Background: an optimization exercise with open tools, aiming at small area. Do not read the settings as production practice.
RTL that was checked went through simulation tests only; none was proved equivalent to the original.

==> inputs of run a <==
==> flow/design.v <==
module banco_registradores_v2 (
    input  logic        clock,
    input  logic        reset_n,
    input  logic        write_en,
    input  logic [4:0]  write_reg,
    input  logic [31:0] data,
    input  logic [4:0]  read1,
    input  logic [4:0]  read2,
    input  logic        ctrl_d2,
    input  logic        ctrl_jal,
    input  logic        read_en,
    output logic [31:0] D1,
    output logic [31:0] D2,
    output logic [31:0] SWR,
    output logic        ready
);
    function automatic [31:0] init_value(input integer idx);
        if (idx == 28)      init_value = 32'd48;
        else if (idx == 29) init_value = 32'd49;
        else if (idx == 31) init_value = 32'd1;
        else                init_value = 32'd0;
    endfunction
    logic [31:0] regs [32];
    logic        init;
    logic [31:0] wdec;
    logic [31:0] wsel;
    assign init = ~ready;
    logic [7:0] whi;
    logic [3:0] wlo;
    assign whi = 8'b1 << write_reg[4:2];
    assign wlo = 4'b1 << write_reg[1:0];
    genvar gi, gb, gk;
    generate
        for (gi = 0; gi < 32; gi++) begin : g_row
            logic [31:0] wdata;
            assign wdec[gi] = (write_reg == 5'(gi));
            assign wsel[gi] = write_en & wdec[gi];
            assign wdata    = (data & ~{32{init}}) | (init_value(gi) & {32{init}});
            logic        ld, hd;
            assign ld = init | wsel[gi];
            assign hd = ready & ~(write_en & whi[gi / 4] & wlo[gi % 4]);
            logic [31:0] q;
            always_ff @(posedge clock) begin
                q <= (wdata & {32{ld}}) | (q & {32{hd}});
            end
            assign regs[gi] = q;
        end
    endgenerate
    logic        load;
    logic [4:0]  a1, a2;
    logic [33:0] s1, s2, ss;
    assign load = ready & read_en;
    assign a1   = ctrl_jal ? 5'd30 : read1;
    assign a2   = ctrl_d2 ? read2 : write_reg;
    generate
        for (gi = 0; gi < 32; gi++) begin : g_sel
            assign s1[gi] = load & (a1 == 5'(gi)) & ~wsel[gi];
            assign s2[gi] = load & (a2 == 5'(gi)) & ~wsel[gi];
            assign ss[gi] = load & ~write_en & wdec[gi];
        end
    endgenerate
    assign s1[32] = load & write_en & (a1 == write_reg);
    assign s2[32] = load & write_en & (a2 == write_reg);
    assign ss[32] = load & write_en;
    assign s1[33] = ~load;
    assign s2[33] = ~load;
    assign ss[33] = ~load;
    logic [31:0] n1, n2, ns;
    generate
        for (gb = 0; gb < 32; gb++) begin : g_bit
            logic [33:0] d1, d2, ds;
            logic [11:0] t1, t2, ts;
            for (gi = 0; gi < 32; gi++) begin : g_term
                assign d1[gi] = regs[gi][gb];
            end
            assign d1[32] = data[gb];
            assign d1[33] = D1[gb];
            assign d2 = {D2[gb], d1[32:0]};
            assign ds = {SWR[gb], d1[32:0]};
            for (gk = 0; gk < 11; gk++) begin : g_grp
                assign t1[gk] = ~(|(s1[3*gk +: 3] & d1[3*gk +: 3]));
                assign t2[gk] = ~(|(s2[3*gk +: 3] & d2[3*gk +: 3]));
                assign ts[gk] = ~(|(ss[3*gk +: 3] & ds[3*gk +: 3]));
            end
            assign t1[11] = ~(s1[33] & d1[33]);
            assign t2[11] = ~(s2[33] & d2[33]);
            assign ts[11] = ~(ss[33] & ds[33]);
            assign n1[gb] = ~(&t1[3:0]) | ~(&t1[7:4]) | ~(&t1[11:8]);
            assign n2[gb] = ~(&t2[3:0]) | ~(&t2[7:4]) | ~(&t2[11:8]);
            assign ns[gb] = ~(&ts[3:0]) | ~(&ts[7:4]) | ~(&ts[11:8]);
        end
    endgenerate
    always_ff @(posedge clock or negedge reset_n) begin
        if (!reset_n) begin
            ready <= 1'b0;
            D1    <= '0;
            D2    <= '0;
            SWR   <= '0;
        end else begin
            ready <= 1'b1;
            D1    <= n1;
            D2    <= n2;
            SWR   <= ns;
        end
    end
endmodule
==> flow/flow/run.sh <==
#!/bin/bash
# Own layout flow: the standard layout, except that synthesis maps the logic with an
# area-oriented ABC script (&nf), ports get small buffers and CTS uses small clock buffers
# without dummy loads. Each tool's output goes to a log file in the work folder.
set -euo pipefail
W=$(pwd)
S=$FLOW_HOME/scripts

# Synthesis: ORFS's synth.tcl with only its ABC script replaced, wrapped as synth_recipe.tcl.
sed 's#^  log_cmd abc {\*}$abc_args#  log_cmd abc -script '"$W"'/flow/abc_nf.script {*}[lrange $abc_args 2 end]#' \
  "$S/synth.tcl" > "$W/synth_core.tcl"
grep -q abc_nf.script "$W/synth_core.tcl"
sed 's#source $::env(SCRIPTS_DIR)/synth.tcl#source '"$W"'/synth_core.tcl#' synth_recipe.tcl > "$W/own_synth.tcl"
grep -q synth_core.tcl "$W/own_synth.tcl"

ARGS=(
  "SYNTH_SCRIPT=$W/own_synth.tcl"
  "BUFFER_PORTS_ARGS=-buffer_cell sky130_fd_sc_hd__buf_1"
  "CTS_ARGS=-sink_clustering_enable -repair_clock_nets -dont_use_dummy_load -buf_list sky130_fd_sc_hd__clkbuf_4 sky130_fd_sc_hd__clkbuf_8"
)
bash standard.sh "${ARGS[@]}" synth > "$W/synth.log" 2>&1
bash standard.sh "${ARGS[@]}" finish > "$W/layout.log" 2>&1
test -f out/final.def
==> flow/flow/abc_nf.script <==
strash; &get -n; &nf -R 1000; &put
==> flow/standard.sh <==
#!/bin/bash
# synth_recipe.tcl (not shown) runs the flow's synth.tcl, then flattens the netlist and writes it again
# the make line also repeats each setting of config.mk as NAME=value (left out here)
make -C /OpenROAD-flow-scripts/flow DESIGN_CONFIG=/design/flow/config.mk WORK_HOME=/design/flow/orfs CLKGATE_MAP_FILE= SYNTH_SCRIPT=/design/flow/synth_recipe.tcl "${@:-finish}"
==> flow/config.mk <==
export PLATFORM = sky130hd
export DESIGN_NAME = banco_registradores_v2
export DESIGN_NICKNAME = banco_registradores_v2
export VERILOG_FILES = /design/flow/design.v
export SDC_FILE = /design/flow/constraint.sdc
export NUM_CORES = 4
export LEC_CHECK = 0
export CAP_MARGIN = 20
export CELL_PAD_IN_SITES_GLOBAL_PLACEMENT = 1
export CORE_MARGIN = 2
export CORE_UTILIZATION = 45
export GPL_TIMING_DRIVEN = 0
export PLACE_DENSITY = 0.55
export SLEW_MARGIN = 20
==> flow/constraint.sdc <==
create_clock -name core_clock -period 5.0 [get_ports {clock}]
set_input_delay 1.0000 -clock core_clock [delete_from_list [all_inputs] [get_ports {clock}]]
set_output_delay 1.0000 -clock core_clock [all_outputs]
set_load 0.01 [all_outputs]
==> run b (differences from run a) <==
==> flow/design.v, changed modules only <==
module banco_registradores_v2 (
    input  logic        clock,
    input  logic        reset_n,
    input  logic        write_en,
    input  logic [4:0]  write_reg,
    input  logic [31:0] data,
    input  logic [4:0]  read1,
    input  logic [4:0]  read2,
    input  logic        ctrl_d2,
    input  logic        ctrl_jal,
    input  logic        read_en,
    output logic [31:0] D1,
    output logic [31:0] D2,
    output logic [31:0] SWR,
    output logic        ready
);
    function automatic [31:0] init_value(input integer idx);
        if (idx == 28)      init_value = 32'd48;
        else if (idx == 29) init_value = 32'd49;
        else if (idx == 31) init_value = 32'd1;
        else                init_value = 32'd0;
    endfunction
    logic        init;
    assign init = ~ready;
    logic [7:0] whi;
    logic [3:0] wlo;
    assign whi = 8'b1 << write_reg[4:2];
    assign wlo = 4'b1 << write_reg[1:0];
    logic [31:0] nxt [32];
    genvar gi, gb, gk;
    generate
        for (gi = 0; gi < 32; gi++) begin : g_row
            logic [31:0] wdata;
            logic [31:0] q;
            logic        ld, hd;
            assign wdata = (data & ~{32{init}}) | (init_value(gi) & {32{init}});
            assign ld    = init | (write_en & (write_reg == 5'(gi)));
            assign hd    = ready & ~(write_en & whi[gi / 4] & wlo[gi % 4]);
            assign nxt[gi] = (wdata & {32{ld}}) | (q & {32{hd}});
            always_ff @(posedge clock) begin
                q <= nxt[gi];
            end
        end
    endgenerate
    logic        load;
    logic [4:0]  a1, a2;
    logic [32:0] s1, s2, ss;
    assign load = ready & read_en;
    assign a1   = ctrl_jal ? 5'd30 : read1;
    assign a2   = ctrl_d2 ? read2 : write_reg;
    generate
        for (gi = 0; gi < 32; gi++) begin : g_sel
            assign s1[gi] = load & (a1 == 5'(gi));
            assign s2[gi] = load & (a2 == 5'(gi));
            assign ss[gi] = load & (write_reg == 5'(gi));
        end
    endgenerate
    assign s1[32] = ~load;
    assign s2[32] = ~load;
    assign ss[32] = ~load;
    logic [31:0] n1, n2, ns;
    generate
        for (gb = 0; gb < 32; gb++) begin : g_bit
            logic [31:0] col;
            logic [10:0] t1, t2, ts;
            for (gi = 0; gi < 32; gi++) begin : g_term
                assign col[gi] = nxt[gi][gb];
            end
            for (gk = 0; gk < 10; gk++) begin : g_grp
                assign t1[gk] = ~(|(s1[3*gk +: 3] & col[3*gk +: 3]));
                assign t2[gk] = ~(|(s2[3*gk +: 3] & col[3*gk +: 3]));
                assign ts[gk] = ~(|(ss[3*gk +: 3] & col[3*gk +: 3]));
            end
            assign t1[10] = ~(|(s1[32:30] & {D1[gb], col[31:30]}));
            assign t2[10] = ~(|(s2[32:30] & {D2[gb], col[31:30]}));
            assign ts[10] = ~(|(ss[32:30] & {SWR[gb], col[31:30]}));
            assign n1[gb] = ~(&t1[3:0]) | ~(&t1[7:4]) | ~(&t1[10:8]);
            assign n2[gb] = ~(&t2[3:0]) | ~(&t2[7:4]) | ~(&t2[10:8]);
            assign ns[gb] = ~(&ts[3:0]) | ~(&ts[7:4]) | ~(&ts[10:8]);
        end
    endgenerate
    always_ff @(posedge clock or negedge reset_n) begin
        if (!reset_n) begin
            ready <= 1'b0;
            D1    <= '0;
            D2    <= '0;
            SWR   <= '0;
        end else begin
            ready <= 1'b1;
            D1    <= n1;
            D2    <= n2;
            SWR   <= ns;
        end
    end
endmodule
--- a/flow/flow/run.sh
+++ b/flow/flow/run.sh
@@ -2,4 +2,4 @@
 # Own layout flow: the standard layout, except that synthesis maps the logic with an
-# area-oriented ABC script (&nf), ports get small buffers and CTS uses small clock buffers
-# without dummy loads. Each tool's output goes to a log file in the work folder.
+# area-oriented ABC script (&nf), ports get small buffers, every high-fanout net gets one buffer
+# before repair_design, and CTS uses mid-size clock buffers without dummy loads. Each tool's output goes to a log file in the work folder.
 set -euo pipefail
@@ -18,3 +18,4 @@
   "BUFFER_PORTS_ARGS=-buffer_cell sky130_fd_sc_hd__buf_1"
-  "CTS_ARGS=-sink_clustering_enable -repair_clock_nets -dont_use_dummy_load -buf_list sky130_fd_sc_hd__clkbuf_4 sky130_fd_sc_hd__clkbuf_8"
+  "CTS_ARGS=-sink_clustering_enable -repair_clock_nets -dont_use_dummy_load -buf_list {sky130_fd_sc_hd__clkbuf_8} -sink_clustering_size 16 -sink_clustering_max_diameter 50"
+  "PRE_RESIZE_TCL=$W/flow/fanout.tcl"
 )
==> flow/flow/fanout.tcl (new file) <==
# Put one buffer after the driver of every high-fanout signal net, at the centre of its
# loads, so that repair_design starts from a driver strong enough for the net.
proc my_fanout_buffers {min_fo cell} {
  set block [ord::get_db_block]
  set done 0
  foreach n [$block getNets] {
    if {[$n getSigType] ne "SIGNAL"} continue
    set its [$n getITerms]
    if {[llength $its] < $min_fo} continue
    set drv ""; set sx 0; set sy 0; set k 0
    foreach it $its {
      if {[$it isOutputSignal]} { set drv $it; continue }
      set b [[$it getInst] getBBox]
      set sx [expr {$sx + ([$b xMin] + [$b xMax]) / 2}]
      set sy [expr {$sy + ([$b yMin] + [$b yMax]) / 2}]
      incr k
    }
    if {$drv eq "" || $k < $min_fo} continue
    set dm [[$drv getInst] getMaster]
    if {[string match "*buf*" [$dm getName]] && [llength $its] < 2 * $min_fo} continue
    set dbu [$block getDbUnitsPerMicron]
    set x [expr {double($sx) / $k / $dbu}]
    set y [expr {double($sy) / $k / $dbu}]
    insert_buffer -buffer_cell $cell -net [get_nets [$n getName]] -location [list $x $y]
    incr done
  }
  puts "my_fanout_buffers: $done buffers"
}

my_fanout_buffers 16 sky130_fd_sc_hd__buf_2
CELL_PAD_IN_SITES_GLOBAL_PLACEMENT = default   (was 1)
CORE_UTILIZATION = 25   (was 45)
PLACE_DENSITY = 0.35   (was 0.55)
SETUP_SLACK_MARGIN = 0.4   (was default)
==> results.sh <==
export IMPL_placed_area_sq_um=58300
export IMPL_tool_error="[ERROR STA-0564] clock_tree_synthesis positional arguments not supported."
export IMPL_initial_utilization=0.453
export IMPL_synth_compound_area_frac=0.347
export IMPL_die_h_microns=329
export IMPL_synth_xor_area_frac=0.00184
export IMPL_rows=119
export IMPL_dp_cells=7078
export IMPL_status="did not finish"
export IMPL_synthMuxAreaShare=0.00129
export IMPL_lastStage="clock tree synthesis (4_1_cts)"
export IMPL_synth_nets=5008
export IMPL_dp_hpwl_microns=226000
(the above is from run a)
==> results.sh <==
export IMPL_status="timing/DRC/antenna clean"
export IMPL_synth_nets=4853
export IMPL_synth_compound_area_frac=0.357
export IMPL_synth_xor_area_frac=0
export IMPL_grtUsageMet3=0.117
export IMPL_die_h_microns=435
export IMPL_antenna_cells=26
export IMPL_synthMuxAreaShare=0.00229
export IMPL_dp_hpwl_microns=213000
export IMPL_initial_utilization=0.251
export IMPL_dp_cells=7642
(the above is from run b)
No functional check of the RTL was part of run a.

========
==> run K: inputs <==
RTL: the design.v shown in full above, as it stands there.
export LEC_CHECK = 0
export CAP_MARGIN = 20
export CORE_MARGIN = 2
export CORE_UTILIZATION = 35
export GPL_TIMING_DRIVEN = 0
export PLACE_DENSITY = 0.45
export SLEW_MARGIN = 20
create_clock -name core_clock -period 5.0 [get_ports {clock}]
standard.sh (not shown) runs the stock make flow with config.mk's settings and CLKGATE_MAP_FILE= SYNTH_SCRIPT=/design/flow/synth_recipe.tcl, a recipe that flattens the netlist after the stock synthesis.
==> flow/flow/run.sh <==
#!/bin/bash
# Own layout flow: the standard layout, except that synthesis maps the logic with an
# area-oriented ABC script (&nf), ports get small buffers and CTS uses small clock buffers
# without dummy loads. Each tool's output goes to a log file in the work folder.
set -euo pipefail
W=$(pwd)
S=$FLOW_HOME/scripts

# Synthesis: ORFS's synth.tcl with only its ABC script replaced, wrapped as synth_recipe.tcl.
sed 's#^  log_cmd abc {\*}$abc_args#  log_cmd abc -script '"$W"'/flow/abc_nf.script {*}[lrange $abc_args 2 end]#' \
  "$S/synth.tcl" > "$W/synth_core.tcl"
grep -q abc_nf.script "$W/synth_core.tcl"
sed 's#source $::env(SCRIPTS_DIR)/synth.tcl#source '"$W"'/synth_core.tcl#' synth_recipe.tcl > "$W/own_synth.tcl"
grep -q synth_core.tcl "$W/own_synth.tcl"

ARGS=(
  "SYNTH_SCRIPT=$W/own_synth.tcl"
  "BUFFER_PORTS_ARGS=-buffer_cell sky130_fd_sc_hd__buf_1"
  "CTS_ARGS=-sink_clustering_enable -repair_clock_nets -dont_use_dummy_load -buf_list sky130_fd_sc_hd__clkbuf_4 sky130_fd_sc_hd__clkbuf_8"
)
bash standard.sh "${ARGS[@]}" synth > "$W/synth.log" 2>&1
bash standard.sh "${ARGS[@]}" finish > "$W/layout.log" 2>&1
test -f out/final.def
==> flow/flow/abc_nf.script <==
strash; &get -n; &nf -R 1000; &put
==> run Y: changes against run K <==
==> flow/design.v (replaced) <==
module banco_registradores_v2 (
    input  logic        clock,
    input  logic        reset_n,
    input  logic        write_en,
    input  logic [4:0]  write_reg,
    input  logic [31:0] data,
    input  logic [4:0]  read1,
    input  logic [4:0]  read2,
    input  logic        ctrl_d2,
    input  logic        ctrl_jal,
    input  logic        read_en,
    output logic [31:0] D1,
    output logic [31:0] D2,
    output logic [31:0] SWR,
    output logic        ready
);
    function automatic [31:0] init_value(input integer idx);
        if (idx == 28)      init_value = 32'd48;
        else if (idx == 29) init_value = 32'd49;
        else if (idx == 31) init_value = 32'd1;
        else                init_value = 32'd0;
    endfunction
    logic        init;
    assign init = ~ready;
    logic [7:0] whi;
    logic [3:0] wlo;
    assign whi = 8'b1 << write_reg[4:2];
    assign wlo = 4'b1 << write_reg[1:0];
    logic [31:0] nxt [32];
    genvar gi, gb, gk;
    generate
        for (gi = 0; gi < 32; gi++) begin : g_row
            logic [31:0] q;
            logic        ld, hd;
            assign ld = ready & write_en & (write_reg == 5'(gi));
            assign hd = ready & ~(write_en & whi[gi / 4] & wlo[gi % 4]);
            assign nxt[gi] = (data & {32{ld}}) | (q & {32{hd}}) | (init_value(gi) & {32{init}});
            always_ff @(posedge clock) begin
                q <= nxt[gi];
            end
        end
    endgenerate
    logic        load;
    logic [4:0]  a1, a2;
    logic [32:0] s1, s2, ss;
    assign load = ready & read_en;
    assign a1   = ctrl_jal ? 5'd30 : read1;
    assign a2   = ctrl_d2 ? read2 : write_reg;
    generate
        for (gi = 0; gi < 32; gi++) begin : g_sel
            assign s1[gi] = load & (a1 == 5'(gi));
            assign s2[gi] = load & (a2 == 5'(gi));
            assign ss[gi] = load & (write_reg == 5'(gi));
        end
    endgenerate
    assign s1[32] = ~load;
    assign s2[32] = ~load;
    assign ss[32] = ~load;
    logic [31:0] n1, n2, ns;
    generate
        for (gb = 0; gb < 32; gb++) begin : g_bit
            logic [31:0] col;
            logic [10:0] t1, t2, ts;
            for (gi = 0; gi < 32; gi++) begin : g_term
                assign col[gi] = nxt[gi][gb];
            end
            for (gk = 0; gk < 10; gk++) begin : g_grp
                assign t1[gk] = ~(|(s1[3*gk +: 3] & col[3*gk +: 3]));
                assign t2[gk] = ~(|(s2[3*gk +: 3] & col[3*gk +: 3]));
                assign ts[gk] = ~(|(ss[3*gk +: 3] & col[3*gk +: 3]));
            end
            assign t1[10] = ~(|(s1[32:30] & {D1[gb], col[31:30]}));
            assign t2[10] = ~(|(s2[32:30] & {D2[gb], col[31:30]}));
            assign ts[10] = ~(|(ss[32:30] & {SWR[gb], col[31:30]}));
            assign n1[gb] = ~(&t1[3:0]) | ~(&t1[7:4]) | ~(&t1[10:8]);
            assign n2[gb] = ~(&t2[3:0]) | ~(&t2[7:4]) | ~(&t2[10:8]);
            assign ns[gb] = ~(&ts[3:0]) | ~(&ts[7:4]) | ~(&ts[10:8]);
        end
    endgenerate
    always_ff @(posedge clock or negedge reset_n) begin
        if (!reset_n) begin
            ready <= 1'b0;
            D1    <= '0;
            D2    <= '0;
            SWR   <= '0;
        end else begin
            ready <= 1'b1;
            D1    <= n1;
            D2    <= n2;
            SWR   <= ns;
        end
    end
endmodule
--- a/flow/flow/run.sh
+++ b/flow/flow/run.sh
@@ -1,7 +1,7 @@
 #!/bin/bash
 # Own layout flow: the standard layout, except that synthesis maps the logic with an
-# area-oriented ABC script (&nf), ports get small buffers and CTS uses small clock buffers
-# without dummy loads. Each tool's output goes to a log file in the work folder.
+# area-oriented ABC script (&nf), ports get small buffers, every high-fanout net gets one buffer
+# before repair_design, and CTS uses mid-size clock buffers without dummy loads. Each tool's output goes to a log file in the work folder.
 set -euo pipefail
 W=$(pwd)
 S=$FLOW_HOME/scripts
@@ -16,7 +16,8 @@
 ARGS=(
   "SYNTH_SCRIPT=$W/own_synth.tcl"
   "BUFFER_PORTS_ARGS=-buffer_cell sky130_fd_sc_hd__buf_1"
-  "CTS_ARGS=-sink_clustering_enable -repair_clock_nets -dont_use_dummy_load -buf_list sky130_fd_sc_hd__clkbuf_4 sky130_fd_sc_hd__clkbuf_8"
+  "CTS_ARGS=-sink_clustering_enable -repair_clock_nets -dont_use_dummy_load -buf_list {sky130_fd_sc_hd__clkbuf_8} -sink_clustering_size 16 -sink_clustering_max_diameter 50"
+  "PRE_RESIZE_TCL=$W/flow/fanout.tcl"
 )
 bash standard.sh "${ARGS[@]}" synth > "$W/synth.log" 2>&1
 bash standard.sh "${ARGS[@]}" finish > "$W/layout.log" 2>&1
==> flow/flow/fanout.tcl (new file) <==
# Put one buffer after the driver of every high-fanout signal net, at the centre of its
# loads, so that repair_design starts from a driver strong enough for the net.
proc my_fanout_buffers {min_fo cell} {
  set block [ord::get_db_block]
  set done 0
  foreach n [$block getNets] {
    if {[$n getSigType] ne "SIGNAL"} continue
    set its [$n getITerms]
    if {[llength $its] < $min_fo} continue
    set drv ""; set sx 0; set sy 0; set k 0
    foreach it $its {
      if {[$it isOutputSignal]} { set drv $it; continue }
      set b [[$it getInst] getBBox]
      set sx [expr {$sx + ([$b xMin] + [$b xMax]) / 2}]
      set sy [expr {$sy + ([$b yMin] + [$b yMax]) / 2}]
      incr k
    }
    if {$drv eq "" || $k < $min_fo} continue
    set dm [[$drv getInst] getMaster]
    if {[string match "*buf*" [$dm getName]] && [llength $its] < 2 * $min_fo} continue
    set dbu [$block getDbUnitsPerMicron]
    set x [expr {double($sx) / $k / $dbu}]
    set y [expr {double($sy) / $k / $dbu}]
    insert_buffer -buffer_cell $cell -net [get_nets [$n getName]] -location [list $x $y]
    incr done
  }
  puts "my_fanout_buffers: $done buffers"
}

my_fanout_buffers 16 sky130_fd_sc_hd__buf_2
- CORE_UTILIZATION: 35 -> 25
- PLACE_DENSITY: 0.45 -> 0.35
- SETUP_SLACK_MARGIN: unset -> 0.3
==> comparison table <==
| item | run Y | run K |
|---|---|---|
| Run status | complete, no violations | aborted with a tool error |
| Last stage reached | - | 4_1_cts |
| Top Ports | 150 | 150 |
| Horizontal extent of the die | 433 µm | 373 µm |
| XOR/XNOR share of the synthesized area | 0% | 0.184% |
| Number of placement rows | 157 | 135 |
| Share of synthesized area spent on multiplexers | 0.231% | 0.129% |
| Mapped Nets | 3896 | 5008 |
| Simple-gate area share of the yosys netlist | 7.06% | 16.3% |
| Compound-gate portion of the synthesized area | 42.9% | 34.7% |
| Cell count after placement | 6676 | 7529 |
| Gp weighted congestion | 0.978 | 0.928 |
| Netlist area before placement | 46100 µm² | 47600 µm² |
| Setup WS pre-CTS | -0.928 ns | -0.727 ns |
| Number of distinct library cells after synthesis | 24 | 25 |
| Placed wire-length estimate after detailed placement | 207000 µm | 245000 µm |
| Cell count after synthesis | 3843 | 4955 |
| Placement-stage cell area | 51800 µm² | 59500 µm² |
| Seq/Total Area, Yosys | 49.8% | 48.2% |
| Proportion of netlist area held by the largest area contributor | 44.5% | 43.1% |
| Die Y-Extent | 433 µm | 373 µm |
| Starting density of the core | 25.2% | 35.2% |
| Mean Syn Cell Area | 12.0 µm² | 9.61 µm² |
| Leading cell type by number of instances after synthesis | sky130_fd_sc_hd__a222oi_1 | sky130_fd_sc_hd__a222oi_1 |
The RTL of run K was laid out without a check of its function.

[static timing again, ports no longer ideal]
The flow's constraints put no driver on any port. The routed layouts listed below were extracted and timed again, unchanged, in two steps.
Step 1: set_driving_cell puts a clkbuf_16 on clock and a buf_2 on each other input, an assumption about the parent block.
Step 2, shift: input delay + t, output delay - t, t = (earliest + latest rising clock arrival at the registers) / 2. This alone moves slack from input paths to output paths.
a / b / c = ideal ports / drivers / drivers and shift; a / b = the first two.
run	shift t [ns]	slack for setup (ns)	worst register clock-pin slew, ns
run b	1.017	0.328 / 0.328 / -0.604	0.10 / 0.10
run Y	1.038	0.239 / 0.238 / -0.693	0.10 / 0.10
With both steps, setup timing fails in run b and run Y, where it was met with ideal ports.
